From an optimization exercise on the open Yosys and OpenROAD flow, aimed at small area and a short achievable clock period; shortcuts taken in it are not production practice.
Only simulation tests tie the RTL to the original design; equivalence was not proved.
Power figures rest on the tool's default switching activity, not on a simulated workload.

Setup of the reference run:
## spiSdCard
module spiSdCard (
   input  logic sclk,
   input  logic rstn,
   input  logic ncs,
   input  logic mosi,
   output logic miso
);
clock: 4.0 ns
lec_check: 0
cap_margin: 20
core_margin: 2
core_utilization: 40
setup_slack_margin: 1.6
slew_margin: 20
run.sh (not shown) runs the stock make flow with config.mk's settings and CLKGATE_MAP_FILE= SYNTH_SCRIPT=/design/flow/synth_recipe.tcl, a recipe that flattens the netlist after the stock synthesis.
The reference run completed; timing, DRC and antenna clean
Setup changes, the reference run to the trial run
# the reference run
export LEC_CHECK = 0
export CAP_MARGIN = 20
export CORE_MARGIN = 2
export CORE_UTILIZATION = 40
export SETUP_SLACK_MARGIN = 1.6
export SLEW_MARGIN = 20
create_clock -name core_clock -period 4.0 [get_ports {sclk}]
# the trial run
export LEC_CHECK = 0
export CAP_MARGIN = 20
export CORE_MARGIN = 2
export CORE_UTILIZATION = 60
export CTS_BUF_LIST = sky130_fd_sc_hd__clkbuf_4 sky130_fd_sc_hd__clkbuf_8
export CTS_CLUSTER_DIAMETER = 80
export CTS_CLUSTER_SIZE = 16
export SETUP_SLACK_MARGIN = 1.6
export SLEW_MARGIN = 20
create_clock -name core_clock -period 4.0 [get_ports {sclk}]
Notes after the runs:
The trial run — sum of internal, switching and leakage power 19% lower, the reference run as reference. Going from the reference run to the trial run, adder-cell share of the synthesized area did not really move, measured slew at the worst slew-check pin went down, first-iteration DRC count went down, synthesized cell count did not really move. Status: net count reported at finish parity (the reference run, the trial run). The trial run improves on the reference run in overall via count from detail_route.

* * *

Another version of the RTL of spiSdCard (not shown whole).
For scale: ~3200 cells after synthesis, about 2200 flip-flops, about 5 I/O pins, roughly 51000 µm² of cells after synthesis.
==> flow/design.v (excerpt) <==
module spiSdCard (
   input  logic sclk,
   input  logic rstn,
   input  logic ncs,
   input  logic mosi,
   output logic miso
);
   localparam int N = 256;
   localparam logic [3:0] sHunt    = 4'd0,
                          sDir     = 4'd1,
                          sFrame   = 4'd2,
                          sStart   = 4'd3,     
                          sResp    = 4'd4,     
                          sData    = 4'd5,
                          sCrc     = 4'd6,
                          sTokHunt = 4'd7,
                          sWrData  = 4'd8,
                          sWrCrc   = 4'd9,
                          sStartW  = 4'd10,    
                          sDrBusy  = 4'd11;    
   logic [3:0]             state;
   logic [10:0]            cnt;         
   logic [5:0]             idx;
   logic [7:0]             adr;         
   logic                   a8;          
   logic                   fA;          
   logic                   fB;          
   logic                   appCmd;
   logic                   wasApp;      
   logic                   initDone;
   logic [7:0]             lenm1;       
   logic                   misoN;       
   logic                   act;
   logic [2:0]             bitc;
   logic [7:0]             byteIx;
   logic [2:0]             sIx;
   assign act    = !ncs;
   assign bitc   = cnt[2:0];
   assign byteIx = cnt[10:3];
   assign sIx    = cnt[5:3];
   assign miso   = !misoN | ncs;
   logic       hi;           
   logic       badLen;
   logic       outOfRange;
   logic       vhsOk;
   logic [8:0] endSum;
   logic [7:0] argLo;
   assign argLo      = adr;
   assign hi         = fA | fB;
   assign endSum     = {1'b0, argLo} + {1'b0, lenm1};
   assign vhsOk      = !fB && a8;
   always_ff @(posedge sclk) begin
      badLen     <= hi | (a8 == (argLo != '0));
      outOfRange <= hi | a8 | endSum[8];
   end
   logic [7:0] r1Live;
   logic       ill, pe, ae;
   logic       kR7, kR3, kRd, wrOk;
   always_comb begin
      ill = 1'b0;
      pe  = 1'b0;
  ...
Settings: LEC_CHECK=0, CAP_MARGIN=20, CORE_MARGIN=2, CORE_UTILIZATION=65, CTS_BUF_LIST=sky130_fd_sc_hd__clkbuf_4 sky130_fd_sc_hd__clkbuf_8, CTS_CLUSTER_DIAMETER=60, CTS_CLUSTER_SIZE=16, SETUP_SLACK_MARGIN=2.0, SLEW_MARGIN=20; clock period 4.0 ns.
The starting point produced a clean layout.
==> next run, changes <==
==> flow/flow/run.sh (new file) <==
#!/bin/bash
set -euo pipefail
bash standard.sh MATCH_CELL_FOOTPRINT=0 "CTS_ARGS=-sink_clustering_enable -repair_clock_nets -sink_clustering_size 20 -sink_clustering_max_diameter 50 -buf_list {sky130_fd_sc_hd__clkbuf_4 sky130_fd_sc_hd__clkbuf_8} -dont_use_dummy_load" finish > flow.log 2>&1
==> flow/standard.sh (new file) <==
#!/bin/bash
# synth_recipe.tcl (not shown) runs the flow's synth.tcl, then flattens the netlist and writes it again
# the make line also repeats each setting of config.mk as NAME=value (left out here)
make -C /OpenROAD-flow-scripts/flow DESIGN_CONFIG=/design/flow/config.mk WORK_HOME=/design/flow/orfs CLKGATE_MAP_FILE= SYNTH_SCRIPT=/design/flow/synth_recipe.tcl "${@:-finish}"
--- a/flow/config.mk
+++ b/flow/config.mk
@@ -7,2 +7,3 @@
 export LEC_CHECK = 0
+export ABC_AREA = 1
 export CAP_MARGIN = 20
@@ -11,4 +12,4 @@
 export CTS_BUF_LIST = sky130_fd_sc_hd__clkbuf_4 sky130_fd_sc_hd__clkbuf_8
-export CTS_CLUSTER_DIAMETER = 60
-export CTS_CLUSTER_SIZE = 16
+export CTS_CLUSTER_DIAMETER = 50
+export CTS_CLUSTER_SIZE = 20
 export SETUP_SLACK_MARGIN = 2.0
removed: flow/run.sh
Global-route usage grows by 1.5 points; design area shrinks by about 2.2%; register-to-register slack gains 0.22 ns; sequential cell count does not change; power fell by about 3%; clock-buffer cell count falls by 24; clock power shrinks by about 10%; wire length is higher by about 9%; synthesized area went up by 0.63%; sequential share of layout area increases by 1.7 points.

[port drivers added, routing unchanged]
How much do the figures lean on ideal ports? The routed layouts below were timed once more, with nothing changed but the port constraints.
Step 1 sets driving cells, clkbuf_16 on the clock port and buf_2 on the other inputs (assumed; they add their load-dependent delay and slew).
Step 2 adds t to the input delays and takes it off the output delays; t is the mean of the earliest and latest rising clock arrival at the registers after step 1. Input paths then give back, and output paths get back, about the clock's delay inside the block.
Slacks: ideal / step 1 / step 2; pairs: ideal / step 1.
run	shift t [ns]	setup slack, ns	worst setup path at the end	latest minus earliest clock arrival (ns)	worst data-port slew with drivers (ns)
the reference run	0.839	1.491 / 1.491 / 0.905	input to register	0.029 / 0.030	0.04
the trial run	0.895	1.493 / 1.493 / 0.781	input to register	0.041 / 0.041	0.03
the first run of note 2	0.885	1.810 / 1.783 / 1.261	input to register	0.071 / 0.071	0.04
the second run of note 2	0.812	2.019 / 1.959 / 1.337	input to register	0.115 / 0.115	0.03
After both steps setup and hold are still met in every run listed. For the trial run, which loses most, drivers alone change the setup slack by 0.000 ns; drivers and shift together by -0.712 ns.
